What follows belongs to an exercise in optimizing a design on an open flow for small area and a short achievable clock period; a production flow would make more cautious choices.
Only simulation tests tie the RTL to the original design; equivalence was not proved.

<file path="run.sh">
#!/bin/bash
# synth_recipe.tcl (not shown) runs the flow's synth.tcl, then flattens the netlist and writes it again
# the make line also repeats each setting of config.mk as NAME=value (left out here)
make -C /OpenROAD-flow-scripts/flow DESIGN_CONFIG=/design/flow/config.mk WORK_HOME=/design/flow/orfs CLKGATE_MAP_FILE= SYNTH_SCRIPT=/design/flow/synth_recipe.tcl finish
</file>
<file path="config.mk">
export PLATFORM = sky130hd
export DESIGN_NAME = bumpy_core
export DESIGN_NICKNAME = bumpy_core
export VERILOG_FILES = /design/flow/design.v
export SDC_FILE = /design/flow/constraint.sdc
export NUM_CORES = 4
export LEC_CHECK = 0
export CAP_MARGIN = 20
export CORE_MARGIN = 2
export CORE_UTILIZATION = 40
export SLEW_MARGIN = 20
</file>
<file path="constraint.sdc">
create_clock -name core_clock -period 6.0 [get_ports {clk}]
set_input_delay 1.2000 -clock core_clock [delete_from_list [all_inputs] [get_ports {clk}]]
set_output_delay 1.2000 -clock core_clock [all_outputs]
set_load 0.01 [all_outputs]
</file>
<file path="design.v">
`default_nettype none
package geom_pkg;
	localparam int FIXED_SHIFT = 6;
	localparam int TILE_PX = 64;
	localparam int BUMPY_PX = 16;
	localparam int GRID_COLS = 10;
	localparam int GRID_ROWS = 8;
	typedef logic signed [31:0] fixed_t;
	typedef logic signed [10:0] pixel_t;
	typedef logic [3:0] tile_idx_t;
	typedef struct packed {
		tile_idx_t col;
		tile_idx_t row;
	} tile_coord_t;
	typedef logic [1:0] tile_kind_t;
	localparam tile_kind_t TILE_FREE = 2'd0;
	localparam tile_kind_t TILE_STEP = 2'd1;
	localparam tile_kind_t TILE_TELEPORT = 2'd2;
	localparam tile_kind_t TILE_BORDER = 2'd3;
	typedef tile_kind_t [GRID_COLS*GRID_ROWS-1:0] tile_map_t;
	typedef logic [3:0] edge_code_t;
	localparam edge_code_t EDGE_NONE = 4'b0000;
	localparam edge_code_t EDGE_BOTTOM = 4'b0001;
	localparam edge_code_t EDGE_RIGHT = 4'b0010;
	localparam edge_code_t EDGE_TOP = 4'b0100;
	localparam edge_code_t EDGE_LEFT = 4'b1000;
endpackage
`default_nettype wire
`default_nettype none
package motion_pkg;
	typedef enum logic [2:0] {
		S_RESET,
		S_IDLE,
		S_LEFT,
		S_RIGHT,
		S_DOWN,
		S_UP,
		S_DIE
	} move_state_e;
	typedef struct packed {
		logic left;
		logic right;
		logic up;
		logic down;
	} keys_t;
	typedef struct packed {
		logic step;
		logic free;
		logic border;
		logic teleport;
		logic [3:0] hit_edge;
	} collision_t;
endpackage
`default_nettype wire
`timescale 1ns/100ps
`default_nettype none
module bumpy_controller (
	input wire logic clk,
	input wire logic resetN,
	input wire logic start_of_frame,
	input wire motion_pkg::keys_t keys,
	input wire logic die,
	input wire logic restart,
	input wire motion_pkg::collision_t coll,
	output motion_pkg::move_state_e state
);
	motion_pkg::move_state_e next_state;
	logic can_climb;
	assign can_climb = coll.free && (coll.hit_edge == geom_pkg::EDGE_BOTTOM);
	always_comb begin
		next_state = state;
		if (die) begin
			next_state = motion_pkg::S_DIE;
		end
		else begin
			case (state)
				motion_pkg::S_RESET: begin
					next_state = motion_pkg::S_IDLE;
				end
				motion_pkg::S_DIE: begin
					if (restart)
						next_state = motion_pkg::S_RESET;
				end
				default: begin
					if (keys.up) begin
						if (can_climb)
							next_state = motion_pkg::S_UP;
						else
							next_state = motion_pkg::S_IDLE;
					end
					else if (keys.down) begin
						next_state = motion_pkg::S_DOWN;
					end
					else if (keys.left) begin
						next_state = motion_pkg::S_LEFT;
					end
					else if (keys.right) begin
						next_state = motion_pkg::S_RIGHT;
					end
					else begin
						next_state = motion_pkg::S_IDLE;
					end
				end
			endcase
		end
	end
	always_ff @(posedge clk or negedge resetN) begin
		if (!resetN) begin
			state <= motion_pkg::S_RESET;
		end
		else if (start_of_frame) begin
			state <= next_state;
		end
	end
endmodule
`default_nettype wire
`timescale 1ns/100ps
`default_nettype none
module tile_collision (
	input wire logic clk,
	input wire logic resetN,
	input wire geom_pkg::fixed_t pos_x,
	input wire geom_pkg::fixed_t pos_y,
	input wire geom_pkg::tile_map_t tile_map,
	output motion_pkg::collision_t coll
);
	localparam int TILE_SHIFT = $clog2(geom_pkg::TILE_PX);
	localparam int HALF_PX = geom_pkg::BUMPY_PX / 2;
	geom_pkg::fixed_t px;
	geom_pkg::fixed_t py;
	geom_pkg::tile_kind_t foot_kind;
	geom_pkg::tile_kind_t left_kind;
	geom_pkg::tile_kind_t right_kind;
	motion_pkg::collision_t next_coll;
	function automatic geom_pkg::tile_kind_t kind_at(input geom_pkg::fixed_t x,
			input geom_pkg::fixed_t y, input geom_pkg::tile_map_t tiles);
		geom_pkg::fixed_t col;
		geom_pkg::fixed_t row;
		logic [2*geom_pkg::GRID_COLS*geom_pkg::GRID_ROWS-1:0] flat;
		col = x >>> TILE_SHIFT;
		row = y >>> TILE_SHIFT;
		if (col < 0 || row < 0 || col >= geom_pkg::GRID_COLS || row >= geom_pkg::GRID_ROWS)
			kind_at = geom_pkg::TILE_BORDER;
		else begin
			flat = tiles;
			kind_at = flat[(row * geom_pkg::GRID_COLS + col) * 2 +: 2];
		end
	endfunction
	assign px = pos_x >>> geom_pkg::FIXED_SHIFT;
	assign py = pos_y >>> geom_pkg::FIXED_SHIFT;
	assign foot_kind = kind_at(px + HALF_PX, py + geom_pkg::BUMPY_PX, tile_map);
	assign left_kind = kind_at(px - 1, py + HALF_PX, tile_map);
	assign right_kind = kind_at(px + geom_pkg::BUMPY_PX, py + HALF_PX, tile_map);
	always_comb begin
		next_coll = '0;
		next_coll.hit_edge = geom_pkg::EDGE_NONE;
		case (foot_kind)
			geom_pkg::TILE_STEP: begin
				next_coll.step = 1'b1;
				next_coll.hit_edge = geom_pkg::EDGE_BOTTOM;
			end
			geom_pkg::TILE_TELEPORT: begin
				next_coll.teleport = 1'b1;
				next_coll.hit_edge = geom_pkg::EDGE_BOTTOM;
			end
			geom_pkg::TILE_FREE: begin
				next_coll.free = 1'b1;
				next_coll.hit_edge = geom_pkg::EDGE_BOTTOM;
			end
			default: begin
				if (left_kind == geom_pkg::TILE_BORDER) begin
					next_coll.border = 1'b1;
					next_coll.hit_edge = geom_pkg::EDGE_LEFT;
				end
				else if (right_kind == geom_pkg::TILE_BORDER) begin
					next_coll.border = 1'b1;
					next_coll.hit_edge = geom_pkg::EDGE_RIGHT;
				end
			end
		endcase
	end
	always_ff @(posedge clk or negedge resetN) begin
		if (!resetN)
			coll <= '0;
		else
			coll <= next_coll;
	end
endmodule
`default_nettype wire
`timescale 1ns/100ps
`default_nettype none
module bumpy_move #(
	parameter int SPEED_X = 120,
	parameter int SPEED_Y = 150,
	parameter geom_pkg::tile_coord_t START_TILE = {4'd0, 4'd4}
) (
	input wire logic clk,
	input wire logic resetN,
	input wire logic start_of_frame,
	input wire motion_pkg::move_state_e state,
	input wire motion_pkg::collision_t coll,
	input wire geom_pkg::tile_coord_t teleport_target,
	output geom_pkg::fixed_t pos_x,
	output geom_pkg::fixed_t pos_y,
	output geom_pkg::pixel_t offset_x,
	output geom_pkg::pixel_t offset_y
);
	localparam geom_pkg::fixed_t TILE_FX = geom_pkg::TILE_PX << geom_pkg::FIXED_SHIFT;
	localparam geom_pkg::fixed_t BUMPY_FX = geom_pkg::BUMPY_PX << geom_pkg::FIXED_SHIFT;
	localparam geom_pkg::fixed_t STEP_FX = 7 << geom_pkg::FIXED_SHIFT;
	localparam geom_pkg::fixed_t CENTER_FX = TILE_FX / 2 - BUMPY_FX / 2;
	localparam geom_pkg::fixed_t JUMP_LIMIT_Y = TILE_FX - 3 * STEP_FX;
	localparam geom_pkg::fixed_t JUMP_LIMIT_X = TILE_FX;
	geom_pkg::fixed_t speed_x;
	geom_pkg::fixed_t speed_y;
	geom_pkg::fixed_t jump_start_x;
	geom_pkg::fixed_t jump_start_y;
	logic on_bottom;
	function automatic geom_pkg::fixed_t tile_origin(input geom_pkg::tile_idx_t idx);
		tile_origin = geom_pkg::fixed_t'(idx) * TILE_FX + CENTER_FX;
	endfunction
	assign on_bottom = (coll.hit_edge == geom_pkg::EDGE_BOTTOM);
	always_ff @(posedge clk or negedge resetN) begin
		if (!resetN) begin
			jump_start_x <= '0;
			jump_start_y <= '0;
		end
		else if ((coll.step && on_bottom) ||
				(state == motion_pkg::S_UP && coll.free && on_bottom)) begin
			jump_start_x <= pos_x;
			jump_start_y <= pos_y;
		end
		else if (coll.border) begin
			if (coll.hit_edge == geom_pkg::EDGE_LEFT)
				jump_start_x <= pos_x - JUMP_LIMIT_X / 2 - BUMPY_FX / 2;
			else if (coll.hit_edge == geom_pkg::EDGE_RIGHT)
				jump_start_x <= pos_x + JUMP_LIMIT_X / 2 + BUMPY_FX / 2;
		end
	end
	always_ff @(posedge clk or negedge resetN) begin
		if (!resetN) begin
			speed_y <= '0;
		end
		else begin
			case (state)
				motion_pkg::S_RESET: speed_y <= '0;
				motion_pkg::S_IDLE, motion_pkg::S_LEFT, motion_pkg::S_RIGHT: begin
					if (coll.step && on_bottom && speed_y >= 0)
						speed_y <= -SPEED_Y;
					else if (pos_y < jump_start_y - JUMP_LIMIT_Y && speed_y <= 0)
						speed_y <= SPEED_Y;
				end
				motion_pkg::S_DOWN: speed_y <= SPEED_Y;
				motion_pkg::S_UP: speed_y <= -SPEED_Y;
				default: speed_y <= '0;
			endcase
		end
	end
	always_ff @(posedge clk or negedge resetN) begin
		if (!resetN) begin
			speed_x <= '0;
		end
		else begin
			case (state)
				motion_pkg::S_LEFT: begin
					if (pos_x < jump_start_x - JUMP_LIMIT_X - speed_x && speed_x <= 0)
						speed_x <= '0;
					else
						speed_x <= -SPEED_X;
				end
				motion_pkg::S_RIGHT: begin
					if (pos_x > jump_start_x + JUMP_LIMIT_X - speed_x && speed_x >= 0)
						speed_x <= '0;
					else
						speed_x <= SPEED_X;
				end
				default: speed_x <= '0;
			endcase
		end
	end
	always_ff @(posedge clk or negedge resetN) begin
		if (!resetN) begin
			pos_x <= tile_origin(START_TILE.col);
			pos_y <= tile_origin(START_TILE.row);
		end
		else if (coll.teleport && on_bottom) begin
			pos_x <= tile_origin(teleport_target.col);
			pos_y <= tile_origin(teleport_target.row);
		end
		else if (start_of_frame) begin
			pos_x <= pos_x + speed_x;
			pos_y <= pos_y + speed_y;
		end
	end
	assign offset_x = geom_pkg::pixel_t'(pos_x >>> geom_pkg::FIXED_SHIFT);
	assign offset_y = geom_pkg::pixel_t'(pos_y >>> geom_pkg::FIXED_SHIFT);
endmodule
`default_nettype wire
`timescale 1ns/100ps
`default_nettype none
module bumpy_core #(
	parameter int SPEED_X = 120,
	parameter int SPEED_Y = 150,
	parameter geom_pkg::tile_coord_t START_TILE = {4'd0, 4'd4}
) (
	input wire logic clk,
	input wire logic resetN,
	input wire logic start_of_frame,
	input wire motion_pkg::keys_t keys,
	input wire logic die,
	input wire logic restart,
	input wire geom_pkg::tile_map_t tile_map,
	input wire geom_pkg::tile_coord_t teleport_target,
	output geom_pkg::pixel_t offset_x,
	output geom_pkg::pixel_t offset_y,
	output motion_pkg::move_state_e state
);
	geom_pkg::fixed_t pos_x;
	geom_pkg::fixed_t pos_y;
	motion_pkg::collision_t coll;
	bumpy_controller u_controller (
		.clk            (clk),
		.resetN         (resetN),
		.start_of_frame (start_of_frame),
		.keys           (keys),
		.die            (die),
		.restart        (restart),
		.coll           (coll),
		.state          (state)
	);
	tile_collision u_collision (
		.clk      (clk),
		.resetN   (resetN),
		.pos_x    (pos_x),
		.pos_y    (pos_y),
		.tile_map (tile_map),
		.coll     (coll)
	);
	bumpy_move #(
		.SPEED_X    (SPEED_X),
		.SPEED_Y    (SPEED_Y),
		.START_TILE (START_TILE)
	) u_move (
		.clk             (clk),
		.resetN          (resetN),
		.start_of_frame  (start_of_frame),
		.state           (state),
		.coll            (coll),
		.teleport_target (teleport_target),
		.pos_x           (pos_x),
		.pos_y           (pos_y),
		.offset_x        (offset_x),
		.offset_y        (offset_y)
	);
endmodule
`default_nettype wire
</file>
==> results.py <==
metrics = {
    "yosys": {
        "synth_flop_cell": "dfrtp_1",
        "ys_seq_elements": 136,
        "synth_edf_count": 0,
        "synth_cell_types": 98,
        "ys_warn_count": 3,
        "synth.avg_cell_area_sq_um": 7.65,
        "seq_area_frac_synth_pct": 15.2,
        "async_flop_share_pct": 100,
        "postSynthCellCount": 2939,
        "synth_area_sq_mm": 0.0225,
        "syn_nets": 3392,
    },
    "finish": {
        "fin_nets": 3505,
        "final_core_utilization_pct": 46.5,
        "drive_gt1_share_pct": 7.21,
        "register_area_sq_mm": 0.00341,
        "areaGrowthSynthToFinish_pct": 14.4,
        "multi_input_area_sq_mm": 0.0178,
        "antenna_cells": 0,
        "fillers": 5531,
        "final_area_sq_mm": 0.0257,
    },
    "floorplanning": {
        "initial_utilization_pct": 40.7,
        "die-area_sq_mm": 0.0581,
        "fp.dieW_um": 241,
        "die_h_um": 241,
        "fp-row-count": 86,
        "ioPinCount": 202,
        "core_sq_mm": 0.0553,
    },
    "timing": {
        "fin_tns_setup_ns": 0,
        "fmax_mhz": 181,
        "clock_skew_ns": 0.0145,
        "relSlewSlack_pct": 28.3,
        "drv_slew": 0,
        "tightest_slew_ns": 1.07,
        "final-hold-violation-count": 0,
        "setup_viol": 0,
        "rsz0062_at_grt": "no",
        "min_period_ns": 5.52,
        "min_period_over_period_pct": 92.0,
    },
    "critical_path": {
        "critPathLaunchType": "flop",
        "end_kind": "flop",
        "path_max_fanout": 11,
        "arrival_ns": 5.90,
        "cp.required_ns": 6.39,
        "r2r_slack_ns": 0.48,
        "path_class": "reg -> reg",
    },
    "worst_hold_path": {
        "hold_class": "reg -> reg",
    },
    "clock_network": {
        "cts.root.buffer_cell": "clkbuf_16",
        "tritoncts": "yes",
        "cts_inserted_buffers": 17,
        "clock_sinks": 136,
        "cts_max_path_buffers": 2,
        "h-tree-depth": 4,
        "clk_pin_slew_ns": 0.07,
        "holdBufCountCts": 0,
        "clk_latency_ns": 0.46,
        "post_cts_buffers": 0,
        "post_cts_resize_count": 0,
    },
    "place": {
        "placed_cell_area_sq_mm": 0.0251,
        "dp_hpwl_um": 71600,
        "numPortBuffers": 201,
        "place.gp.congestion": 1.01,
    },
    "drt": {
        "drtPass1Iterations": 6,
        "drt-met1-wl_um": 40800,
        "drt_iter0_markers": 2681,
        "postRouteAntennaNets": 0,
        "drc": 0,
        "routedWlPerCell_um": 24.3,
        "wirelength_um": 92600,
        "maxUsedRoutingLayer": "met4",
        "met3_length_um": 8280,
        "avgViaCountPerCell": 6.33,
        "via_count": 24200,
        "wl_met2_um": 40900,
    },
    "grt": {
        "grt_pass1_vias": 23400,
        "grt_pass1_wl_um": 141000,
        "grt.total_usage_pct": 31.6,
        "grt.overflow.total": 0,
        "grt_max_degree": 86,
        "antenna_found_initial": 0,
    },
    "job": {
        "timing.max_cap.violations": 0,
    },
    "run_status": {
        "outcome": "complete, no violations",
    },
}
==> critical path, stage by stage (launching register included) <==
cell	delay (ns)
dfrtp_1	0.66
and4_1	0.47
a21oi_1	0.12
nor2_1	0.33
ha_1	0.32
ha_1	0.22
fa_1	0.43
ha_1	0.38
inv_1	0.08
xnor2_1	0.67
nand2_1	0.26
a2111oi_0	0.43
a311oi_1	0.20
a311oi_2	0.44
a21oi_1	0.22
nor3b_2	0.22
==> layout make-up <==
class | instances | share of cell area (%)
Clock buffer | 19 | 1.68
Clock inverter | 13 | 0.657
Inverter | 135 | 1.97
Multi-Input combinational cell | 2493 | 69.0
Sequential cell | 136 | 13.3
Tap cell | 748 | 3.64
Timing Repair Buffer | 269 | 9.79
==> metal layers <==
metal  GRT usage, %  vias to the layer above
li1               -                    11100
met1           44.0                    11700
met2           50.2                     1244
met3           5.18                      180
met4           9.33                        0
met5              0                        -
==> cell usage after synthesis (all sizes together), types with 57 or more instances <==
master  count  area share, %
ha        268             15
inv       133            2.2
nor2      199            3.4
clkbuf     90            1.5
nand3      99            2.2
mux2i      68            3.0
a21o       57            1.9
xnor2     131            5.1
dfrtp     131             15
xor2       75            2.9
o21ai     182            4.1
a21oi     207            4.6
buf        85            2.3
nor3       93            2.2
nand2     373            6.2
==> logic make-up after synthesis <==
logic type / after synthesis / share of synthesized area (%)
AOI/OAI and AO/OA: 795 / 22.9
xor gates and xnor gates: 206 / 8.02
adders and majority gates: 276 / 15.6
buffers and inverters: 310 / 6.03
DFF: 136 / 15.2
muxes: 133 / 8.59
and+or+nand+nor: 1083 / 23.6
==> final timing paths <==
path	startpoint	to	cells after the start
min	u_move.jump_start_y[1]	u_move.jump_start_y[1]	2
min reg2reg	u_move.jump_start_y[1]	u_move.jump_start_y[1]	2
max reg2reg	u_move.pos_y[12]	u_collision.coll[1]	15
max in group asynchronous	resetN	u_move.speed_x[30]	2
min in group asynchronous	resetN	u_move.pos_x[11]	1
max	u_move.pos_y[12]	u_collision.coll[1]	15
==> registers in the layout (all words and copies together), names as in the netlist <==
| name | count |
|---|---|
| u_controller.state | 3 |
| u_collision.coll | 7 |
| u_move.speed_x | 3 |
| u_move.pos_x | 29 |
| u_move.jump_start_x | 29 |
| u_move.pos_y | 31 |
| u_move.speed_y | 3 |
| u_move.jump_start_y | 31 |
==> layout by cell type, fill, tap and decap left out, types with 68 or more instances in the layout <==
master / instances
a21oi_1: 207
buf_4: 68
clkdlybuf4s50_1: 199
dfrtp_1: 129
ha_1: 268
inv_1: 133
mux2i_1: 68
nand2_1: 371
nand3_1: 98
nor2_1: 196
nor3_1: 88
o21ai_0: 177
xnor2_1: 131
xor2_1: 74
==> metrics by stage <==
stage	setup WS [ns]	cells	hold slack, ns
after floorplan	0.499	2939	0.445
after global placement	0.660	3781	0.474
after detailed placement	0.590	3781	0.475
after CTS	0.595	3813	0.489
after global routing	0.156	3813	0.521
final	0.483	3813	0.494

## re-timing with driven ports
How much do the figures lean on ideal ports? The routed layout below was timed once more, with nothing changed but the port constraints. Step 1: set_driving_cell puts a clkbuf_16 on clk and a buf_2 on each other input, an assumption about the parent block. Step 2 adds t to the input delays and takes it off the output delays; t is the mean of the earliest and latest rising clock arrival at the registers after step 1. Input paths then give back, and output paths get back, about the clock's delay inside the block. Three values: ideal ports, drivers, drivers and shift; two values: the first two.
t (ns): 0.510
setup slack, ns: 0.483 / 0.483 / 0.483
worst setup path after step 2: register to register
clock arrival spread, ns: 0.014 / 0.015
cell pins on the clock port's net: 1
After both steps setup and hold are still met in this run. The setup slack of this run moves by 0.000 ns with the drivers and by 0.000 ns with both steps.
